Context: an optimization exercise on an open-source flow, tuned for small area. The choices shown serve that exercise and are no tape-out recipe.
In this exercise RTL edits were held to simulation tests only and were not proved equivalent to the original.
The flow treats the clock pin as an ideal source. Dropping or thinning the clock tree relies on that and would not hold on a real chip.
Power and IR drop assume default switching activity.

==> ember <==
## calendar_time_add_minutes
module calendar_time_add_minutes #(
    parameter int MAX_ADD_MINUTES = 65535
) (
    input  wire logic                     clk,
    input  wire logic                     rst_n,
    input  wire logic                     cmd_valid,
    output wire logic                     cmd_ready,
    input  wire logic                     cmd_req_type,
    input  wire logic [cta_pkg::ADD_W-1:0]    cmd_add_minutes,
    input  wire logic [cta_pkg::DAY_W-1:0]    cmd_load_day,
    input  wire logic [cta_pkg::MONTH_W-1:0]  cmd_load_month,
    input  wire logic [cta_pkg::YEAR_W-1:0]   cmd_load_year,
    input  wire logic [cta_pkg::HOUR_W-1:0]   cmd_load_hour,
    input  wire logic [cta_pkg::MINUTE_W-1:0] cmd_load_minute,
    output wire logic                     rsp_valid,
    input  wire logic                     rsp_ready,
    output wire logic [cta_pkg::DAY_W-1:0]    rsp_out_day,
    output wire logic [cta_pkg::MONTH_W-1:0]  rsp_out_month,
    output wire logic [cta_pkg::YEAR_W-1:0]   rsp_out_year,
    output wire logic [cta_pkg::HOUR_W-1:0]   rsp_out_hour,
    output wire logic [cta_pkg::MINUTE_W-1:0] rsp_out_minute,
    output wire logic                     rsp_leap_flag,
    output wire logic [cta_pkg::DAY_W-1:0]    rsp_month_length
);
export LEC_CHECK = 0
export CAP_MARGIN = 20
export CORE_MARGIN = 2
export CORE_UTILIZATION = 40
export SLEW_MARGIN = 20
create_clock -name core_clock -period 10.0 [get_ports {clk}]
standard.sh (not shown) runs the stock make flow with config.mk's settings and CLKGATE_MAP_FILE= SYNTH_SCRIPT=/design/flow/synth_recipe.tcl, a recipe that flattens the netlist after the stock synthesis.
==> flow/flow/run.sh <==
#!/bin/bash
# The standard layout (standard.sh), with these changes:
#  - synthesis maps the logic with an area-oriented ABC script (flow/abc.script,
#    run with eight seeds of its &deepsyn step, keeping the smallest result;
#    flow/synth.tcl is synth_recipe.tcl plus that one change), without the
#    platform's adder cells and the Kogge-Stone carry map;
#  - the port buffers are the smallest buffer cell;
#  - the clock port drives four clkbuf_8, each feeding a quarter of the
#    flip-flops (flow/pre_cts.tcl), in place of the clock tree synthesis;
#    the rest of the flow is unchanged.
set -euo pipefail
here=$(pwd)
export MY_ABC_SCRIPT=$here/flow/abc.script
export PRE_CTS_TCL=$here/flow/pre_cts.tcl
export BUFFER_PORTS_ARGS="-buffer_cell sky130_fd_sc_hd__buf_1"
sed -e "s#SYNTH_SCRIPT=[^ ]*#SYNTH_SCRIPT=$here/flow/synth.tcl ADDER_MAP_FILE= SYNTH_OPERATIONS_ARGS=-nofsm#" standard.sh > own.sh
bash own.sh > own.log 2>&1
==> flow/flow/pre_cts.tcl <==
# Clock distribution for this small design: the clock port drives 3
# clkbuf_8 buffers directly, each driving the clock pins of one group of
# flip-flops (the flip-flops split by position into thirds by x),
# in place of the clock tree that clock_tree_synthesis would build.
# Sourced by ORFS's cts.tcl (PRE_CTS_TCL) before its clock_tree_synthesis
# call, which it then turns into a no-op; the rest of cts.tcl (placement
# legalisation, timing repair) runs as usual.
set block [ord::get_db_block]
set clk_net [$block findNet clk]
set master [[ord::get_db] findMaster sky130_fd_sc_hd__clkbuf_8]
set pins {}
foreach it [$clk_net getITerms] {
  set loc [[$it getInst] getLocation]
  lappend pins [list $it [lindex $loc 0] [lindex $loc 1]]
}
proc split_by { items idx } {
  set s [lsort -integer -index $idx $items]
  set h [expr {[llength $s] / 2}]
  return [list [lrange $s 0 [expr {$h - 1}]] [lrange $s $h end]]
}
# three groups: thirds by x
set s [lsort -integer -index 1 $pins]
set n3 [expr {([llength $s] + 2) / 3}]
set groups [list [lrange $s 0 [expr {$n3 - 1}]] [lrange $s $n3 [expr {2 * $n3 - 1}]] [lrange $s [expr {2 * $n3}] end]]
set k 0
foreach grp $groups {
  set buf [odb::dbInst_create $block $master clkbuf_leaf_$k]
  set net [odb::dbNet_create $block clknet_leaf_$k]
  $net setSigType CLOCK
  set xs 0
  set ys 0
  foreach p $grp {
    lassign $p it x y
    incr xs $x
    incr ys $y
    $it disconnect
    $it connect $net
  }
  [$buf findITerm A] connect $clk_net
  [$buf findITerm X] connect $net
  set n [llength $grp]
  $buf setLocation [expr {$xs / $n}] [expr {$ys / $n}]
  $buf setPlacementStatus PLACED
  puts "pre_cts: clkbuf_leaf_$k drives $n clock pins"
  incr k
}
rename clock_tree_synthesis orfs_clock_tree_synthesis
proc clock_tree_synthesis { args } {
  puts "clock_tree_synthesis skipped: clock buffered by pre_cts.tcl"
}
==> flow/flow/synth.tcl <==
# The standard flow's synthesis script (synth_recipe.tcl), with one change: the technology
# mapping is done by our own area-oriented ABC script (flow/abc.script), tried
# with a few random seeds of its &deepsyn step, keeping the smallest result.
proc synth {args} { yosys synth -nofsm -noshare {*}$args }
proc abc_area_now {} {
  set lib_args ""
  foreach lib $::env(LIB_FILES) { append lib_args "-liberty $lib " }
  set s [tee -q -s result.string stat {*}$lib_args]
  regexp {Chip area for module[^:]*: *([0-9.]+)} $s -> a
  return $a
}
proc abc {args} {
  set i [lsearch -exact $args -script]
  set fh [open $::env(MY_ABC_SCRIPT) r]
  set tmpl [read $fh]
  close $fh
  yosys design -save pre_abc
  set best -1
  foreach seed {0 1 2 3 4 5 6 7} {
    yosys design -load pre_abc
    set f $::env(RESULTS_DIR)/abc_seed$seed.script
    set fh [open $f w]
    puts $fh [string map [list @SEED@ $seed] $tmpl]
    close $fh
    set a2 [lreplace $args $i [expr {$i + 1}] -script $f]
    yosys abc {*}$a2
    set area [abc_area_now]
    puts "abc seed $seed: area $area"
    if { $best < 0 || $area < $best } {
      set best $area
      yosys design -save best_abc
    }
  }
  yosys design -load best_abc
  puts "abc: kept area $best"
}
source $::env(SCRIPTS_DIR)/synth.tcl
# left out here: clear keep_hierarchy, flatten, clean up, hide names made inside functions, write 1_2_yosys.v
Other scripts of this flow, unchanged in this note and not shown: flow/flow/abc.script
==> raven: changes against ember <==
--- a/flow/design.v
+++ b/flow/design.v
@@ -105,38 +105,38 @@
             {3'd1, 3'd1}: begin ok = 1'b1; bi = 4'd8; fld = 2'd0; end
             {3'd1, 3'd2}: begin ok = 1'b1; bi = 4'd7; fld = 2'd0; end
             {3'd1, 3'd3}: begin ok = 1'b1; bi = 4'd6; fld = 2'd0; end
             {3'd1, 3'd4}: begin ok = 1'b1; bi = 4'd7; fld = 2'd1; end
             {3'd1, 3'd5}: begin ok = 1'b1; bi = 4'd6; fld = 2'd1; end
-            {3'd2, 3'd0}: begin ok = 1'b1; bi = 4'd13; fld = 2'd0; end
-            {3'd2, 3'd1}: begin ok = 1'b1; bi = 4'd12; fld = 2'd0; end
-            {3'd2, 3'd2}: begin ok = 1'b1; bi = 4'd11; fld = 2'd0; end
-            {3'd2, 3'd3}: begin ok = 1'b1; bi = 4'd10; fld = 2'd0; end
+            {3'd2, 3'd0}: begin ok = 1'b1; bi = 4'd11; fld = 2'd1; end
+            {3'd2, 3'd1}: begin ok = 1'b1; bi = 4'd10; fld = 2'd1; end
+            {3'd2, 3'd2}: begin ok = 1'b1; bi = 4'd9; fld = 2'd1; end
+            {3'd2, 3'd3}: begin ok = 1'b1; bi = 4'd8; fld = 2'd1; end
             {3'd2, 3'd4}: begin ok = 1'b1; bi = 4'd11; fld = 2'd1; end
             {3'd2, 3'd5}: begin ok = 1'b1; bi = 4'd10; fld = 2'd1; end
-            {3'd3, 3'd0}: begin ok = 1'b1; bi = 4'd11; fld = 2'd1; end
-            {3'd3, 3'd1}: begin ok = 1'b1; bi = 4'd10; fld = 2'd1; end
-            {3'd3, 3'd2}: begin ok = 1'b1; bi = 4'd15; fld = 2'd0; end
-            {3'd3, 3'd3}: begin ok = 1'b1; bi = 4'd14; fld = 2'd0; end
-            {3'd3, 3'd4}: begin ok = 1'b1; bi = 4'd15; fld = 2'd1; end
-            {3'd3, 3'd5}: begin ok = 1'b1; bi = 4'd14; fld = 2'd1; end
+            {3'd3, 3'd0}: begin ok = 1'b1; bi = 4'd13; fld = 2'd0; end
+            {3'd3, 3'd1}: begin ok = 1'b1; bi = 4'd12; fld = 2'd0; end
+            {3'd3, 3'd2}: begin ok = 1'b1; bi = 4'd11; fld = 2'd0; end
+            {3'd3, 3'd3}: begin ok = 1'b1; bi = 4'd10; fld = 2'd0; end
+            {3'd3, 3'd4}: begin ok = 1'b1; bi = 4'd12; fld = 2'd2; end
+            {3'd3, 3'd5}: begin ok = 1'b1; bi = 4'd13; fld = 2'd2; end
             {3'd4, 3'd0}: begin ok = 1'b1; bi = 4'd14; fld = 2'd1; end
             {3'd4, 3'd1}: begin ok = 1'b1; bi = 4'd12; fld = 2'd1; end
-            {3'd4, 3'd2}: begin ok = 1'b1; bi = 4'd9; fld = 2'd1; end
-            {3'd4, 3'd3}: begin ok = 1'b1; bi = 4'd8; fld = 2'd1; end
-            {3'd4, 3'd4}: begin ok = 1'b1; bi = 4'd12; fld = 2'd2; end
-            {3'd4, 3'd5}: begin ok = 1'b1; bi = 4'd13; fld = 2'd2; end
+            {3'd4, 3'd2}: begin ok = 1'b1; bi = 4'd14; fld = 2'd2; end
+            {3'd4, 3'd3}: begin ok = 1'b1; bi = 4'd12; fld = 2'd1; end
+            {3'd4, 3'd4}: begin ok = 1'b1; bi = 4'd13; fld = 2'd2; end
+            {3'd4, 3'd5}: begin ok = 1'b1; bi = 4'd14; fld = 2'd1; end
             {3'd5, 3'd0}: begin ok = 1'b1; bi = 4'd15; fld = 2'd1; end
             {3'd5, 3'd1}: begin ok = 1'b1; bi = 4'd13; fld = 2'd1; end
-            {3'd5, 3'd2}: begin ok = 1'b1; bi = 4'd14; fld = 2'd2; end
-            {3'd5, 3'd3}: begin ok = 1'b1; bi = 4'd12; fld = 2'd1; end
+            {3'd5, 3'd2}: begin ok = 1'b1; bi = 4'd15; fld = 2'd0; end
+            {3'd5, 3'd3}: begin ok = 1'b1; bi = 4'd14; fld = 2'd0; end
             {3'd5, 3'd4}: begin ok = 1'b1; bi = 4'd13; fld = 2'd2; end
             {3'd5, 3'd5}: begin ok = 1'b1; bi = 4'd14; fld = 2'd2; end
             {3'd6, 3'd0}: begin ok = 1'b1; bi = 4'd15; fld = 2'd1; end
             {3'd6, 3'd1}: begin ok = 1'b1; bi = 4'd15; fld = 2'd2; end
             {3'd6, 3'd3}: begin ok = 1'b1; bi = 4'd15; fld = 2'd2; end
-            {3'd6, 3'd4}: begin ok = 1'b1; bi = 4'd13; fld = 2'd2; end
+            {3'd6, 3'd4}: begin ok = 1'b1; bi = 4'd15; fld = 2'd1; end
             {3'd6, 3'd5}: begin ok = 1'b1; bi = 4'd14; fld = 2'd2; end
             default: begin ok = 1'b0; bi = 4'd0; fld = 2'd0; end
         endcase
     end
     assign rot       = (pass == 3'd7) && !cnt_q[4];
@@ -179,24 +179,16 @@
             lday = cmd_load_day;
     end
     always_ff @(posedge clk or negedge rst_n)
     begin
         if (!rst_n)
-            rsp_valid_q <= 1'b0;
-        else if (cmd_ready)
-            rsp_valid_q <= 1'b1;
-        else if (rsp_ready)
-            rsp_valid_q <= 1'b0;
-    end
-    always_ff @(posedge clk)
-    begin
-        if (!rst_n)
         begin
             min_q       <= RESET_MINUTE;
             hour_q      <= RESET_HOUR;
             day_q       <= RESET_DAY;
             mon_q       <= RESET_MONTH;
+            rsp_valid_q <= 1'b0;
         end
         else
         begin
             if (load)
             begin
@@ -215,15 +207,19 @@
                 if (inc_d)
                     day_q <= (day_q == mlen) ? 5'd1 : day_q + 5'd1;
                 if (inc_mo)
                     mon_q <= (mon_q == 4'd12) ? 4'd1 : mon_q + 4'd1;
             end
+            if (cmd_ready)
+                rsp_valid_q <= 1'b1;
+            else if (rsp_ready)
+                rsp_valid_q <= 1'b0;
         end
     end
     always_ff @(posedge clk)
     begin
-        if (!work)
+        if (!work || fin)
             cnt_q <= '0;
         else
             cnt_q <= cnt_q + 9'd1;
         yres_q <= rot ? rn : 5'd0;
         if (!work)
@@ -231,11 +227,11 @@
         else if (rot)
             yc_q <= year_q[0] & yc_q;
         else if (inc_y)
             yc_q <= 1'b1;
     end
-    always_ff @(posedge clk)
+    always_ff @(posedge clk or negedge rst_n)
     begin
         if (!rst_n)
         begin
             year_q <= RESET_YEAR;
             y25_q  <= RESET_Y25;
==> flow/flow/run.sh (replaced) <==
#!/bin/bash
# The standard layout (standard.sh), with three changes:
#  - synthesis maps the logic with an area-oriented ABC script (flow/abc.script,
#    through flow/synth.tcl, which is synth_recipe.tcl plus that one change),
#    without the platform's adder cells and the Kogge-Stone carry map;
#  - the port buffers are the smallest buffer cell.
set -euo pipefail
here=$(pwd)
export MY_ABC_SCRIPT=$here/flow/abc.script
export BUFFER_PORTS_ARGS="-buffer_cell sky130_fd_sc_hd__buf_1"
sed -e "s#SYNTH_SCRIPT=[^ ]*#SYNTH_SCRIPT=$here/flow/synth.tcl ADDER_MAP_FILE= SYNTH_OPERATIONS_ARGS=-nofsm#" standard.sh > own.sh
bash own.sh > own.log 2>&1
--- a/flow/flow/synth.tcl
+++ b/flow/flow/synth.tcl
@@ -14,11 +14,11 @@
   set fh [open $::env(MY_ABC_SCRIPT) r]
   set tmpl [read $fh]
   close $fh
   yosys design -save pre_abc
   set best -1
-  foreach seed {0 1 2 3 4 5 6 7} {
+  foreach seed {0 1 2 3} {
     yosys design -load pre_abc
     set f $::env(RESULTS_DIR)/abc_seed$seed.script
     set fh [open $f w]
     puts $fh [string map [list @SEED@ $seed] $tmpl]
     close $fh
CTS_BUF_LIST = sky130_fd_sc_hd__clkbuf_8   (was unset)
CTS_CLUSTER_DIAMETER = 200   (was unset)
CTS_CLUSTER_SIZE = 30   (was unset)
removed: flow/flow/pre_cts.tcl
==> amber: changes against ember <==
==> flow/flow/run.sh (replaced) <==
#!/bin/bash
# The standard layout (standard.sh), with these changes:
#  - synthesis maps the logic with area-oriented ABC scripts (flow/abc.script
#    and flow/abc_nf.script, each run with twelve seeds of its &deepsyn step,
#    keeping the smallest result; flow/synth.tcl is synth_recipe.tcl plus that
#    one change), without the platform's adder cells and the Kogge-Stone
#    carry map;
#  - the port buffers are the smallest buffer cell;
#  - the clock port drives four clkbuf_8, each feeding a quarter of the
#    flip-flops (flow/pre_cts.tcl), in place of the clock tree synthesis;
#    the rest of the flow is unchanged.
set -euo pipefail
here=$(pwd)
export MY_ABC_SCRIPT=$here/flow/abc.script
export PRE_CTS_TCL=$here/flow/pre_cts.tcl
export BUFFER_PORTS_ARGS="-buffer_cell sky130_fd_sc_hd__buf_1"
sed -e "s#SYNTH_SCRIPT=[^ ]*#SYNTH_SCRIPT=$here/flow/synth.tcl ADDER_MAP_FILE= SYNTH_OPERATIONS_ARGS=-nofsm#" standard.sh > own.sh
bash own.sh > own.log 2>&1
==> flow/flow/abc_nf.script (new file) <==
strash
&get -n
&deepsyn -T 20 -S @SEED@
&nf -p -R 1000
&put
--- a/flow/flow/pre_cts.tcl
+++ b/flow/flow/pre_cts.tcl
@@ -1,8 +1,8 @@
-# Clock distribution for this small design: the clock port drives 3
+# Clock distribution for this small design: the clock port drives 4
 # clkbuf_8 buffers directly, each driving the clock pins of one group of
-# flip-flops (the flip-flops split by position into thirds by x),
+# flip-flops (the flip-flops split by position: halves by x, then by y),
 # in place of the clock tree that clock_tree_synthesis would build.
 # Sourced by ORFS's cts.tcl (PRE_CTS_TCL) before its clock_tree_synthesis
 # call, which it then turns into a no-op; the rest of cts.tcl (placement
 # legalisation, timing repair) runs as usual.
 set block [ord::get_db_block]
@@ -16,14 +16,17 @@
 proc split_by { items idx } {
   set s [lsort -integer -index $idx $items]
   set h [expr {[llength $s] / 2}]
   return [list [lrange $s 0 [expr {$h - 1}]] [lrange $s $h end]]
 }
-# three groups: thirds by x
-set s [lsort -integer -index 1 $pins]
-set n3 [expr {([llength $s] + 2) / 3}]
-set groups [list [lrange $s 0 [expr {$n3 - 1}]] [lrange $s $n3 [expr {2 * $n3 - 1}]] [lrange $s [expr {2 * $n3}] end]]
+set groups [list $pins]
+if { 4 >= 2 } { set groups [split_by $pins 1] }
+if { 4 >= 4 } {
+  set g {}
+  foreach grp $groups { foreach h [split_by $grp 2] { lappend g $h } }
+  set groups $g
+}
 set k 0
 foreach grp $groups {
   set buf [odb::dbInst_create $block $master clkbuf_leaf_$k]
   set net [odb::dbNet_create $block clknet_leaf_$k]
   $net setSigType CLOCK
==> flow/flow/synth.tcl (replaced) <==
# The standard flow's synthesis script (synth_recipe.tcl), with one change: the technology
# mapping is done by our own area-oriented ABC scripts (flow/abc.script, which
# maps with amap, and flow/abc_nf.script, which maps with &nf), each tried with
# twelve random seeds of its &deepsyn step, keeping the smallest result.
proc synth {args} { yosys synth -nofsm -noshare {*}$args }
proc abc_area_now {} {
  set lib_args ""
  foreach lib $::env(LIB_FILES) { append lib_args "-liberty $lib " }
  set s [tee -q -s result.string stat {*}$lib_args]
  regexp {Chip area for module[^:]*: *([0-9.]+)} $s -> a
  return $a
}
proc abc {args} {
  set i [lsearch -exact $args -script]
  set tmpls {}
  foreach name {abc.script abc_nf.script} {
    set fh [open [file join [file dirname $::env(MY_ABC_SCRIPT)] $name] r]
    lappend tmpls [read $fh]
    close $fh
  }
  yosys design -save pre_abc
  set best -1
  foreach seed {0 1 2 3 4 5 6 7 8 9 10 11} {
    foreach tmpl $tmpls k {0 1} {
      yosys design -load pre_abc
      set f $::env(RESULTS_DIR)/abc_seed${seed}_$k.script
      set fh [open $f w]
      puts $fh [string map [list @SEED@ $seed] $tmpl]
      close $fh
      set a2 [lreplace $args $i [expr {$i + 1}] -script $f]
      yosys abc {*}$a2
      set area [abc_area_now]
      puts "abc seed $seed script $k: area $area"
      if { $best < 0 || $area < $best } {
        set best $area
        yosys design -save best_abc
      }
    }
  }
  yosys design -load best_abc
  puts "abc: kept area $best"
}
source $::env(SCRIPTS_DIR)/synth.tcl
# left out here: clear keep_hierarchy, flatten, clean up, hide names made inside functions, write 1_2_yosys.v
==> comparison table <==
	ember	raven	amber
Run status	finished clean	finished clean	finished clean
Critical Path Sink	day_q[1]	mon_q[2]	cmd_ready
Register share of total power	61.9%	51.7%	60.7%
Pin count of the biggest net entering global routing	19	39	15
DR vias/cell	5.38	5.40	5.45
Max_slew headroom	55.8%	33.2%	42.0%
Top cell type's share of synthesized area	38.5%	25.4%	38.4%
Multiplexer fraction of the synthesized cell area	0%	0%	0.369%
Portion of the post-synthesis area used by sequential elements	39.4%	44.1%	39.3%
Clock transition at the registers of the reported paths	0.12 ns	0.10 ns	0.08 ns
Fin util	49.4%	50.3%	48.1%
Worst-Margin Slew	0.647 ns	0.998 ns	0.868 ns
Area post-placement	0.00315 mm2	0.00334 mm2	0.00316 mm2
Power density over cell area	111 mW/mm2	132 mW/mm2	113 mW/mm2
CP dominant cell by count	sky130_fd_sc_hd__clkinv_1	sky130_fd_sc_hd__clkinv_1	sky130_fd_sc_hd__buf_1
Sequential fraction of total cell area	33.4%	36.5%	33.2%
Fin Clk Skew	0.0104 ns	0.0135 ns	0.0123 ns
Final total power	0.000354 W	0.000456 W	0.000365 W
Critical path required time	10.12 ns	10.19 ns	8.00 ns
The clock cells of ember and amber come from the design's own scripts or RTL, not from TritonCTS.

separate check: timing with driven ports:
Ports are ideal in the flow. The routed layouts listed here were re-timed in OpenROAD. Step 1 assumes that a clkbuf_16 drives the clock port and a buf_2 every other input. Step 2 moves the port delays by t, midway between the first and last clock arrival at a register: inputs arrive t later, outputs are due t later. That takes back most of the time a late clock gives input paths. Slacks: ideal ports / drivers / drivers and shift; pairs: ideal ports / drivers.
run	shift t [ns]	slack for setup (ns)	worst slew at a driven data input, ns
ember	0.213	4.842 / 4.869 / 4.655	0.04
raven	0.326	4.629 / 4.629 / 4.629	0.04
amber	0.199	5.296 / 5.274 / 5.274	0.03
After both steps setup and hold are still met in every run listed. The setup slack of ember, which loses most, moves by +0.027 ns with the drivers and by -0.187 ns with both steps.
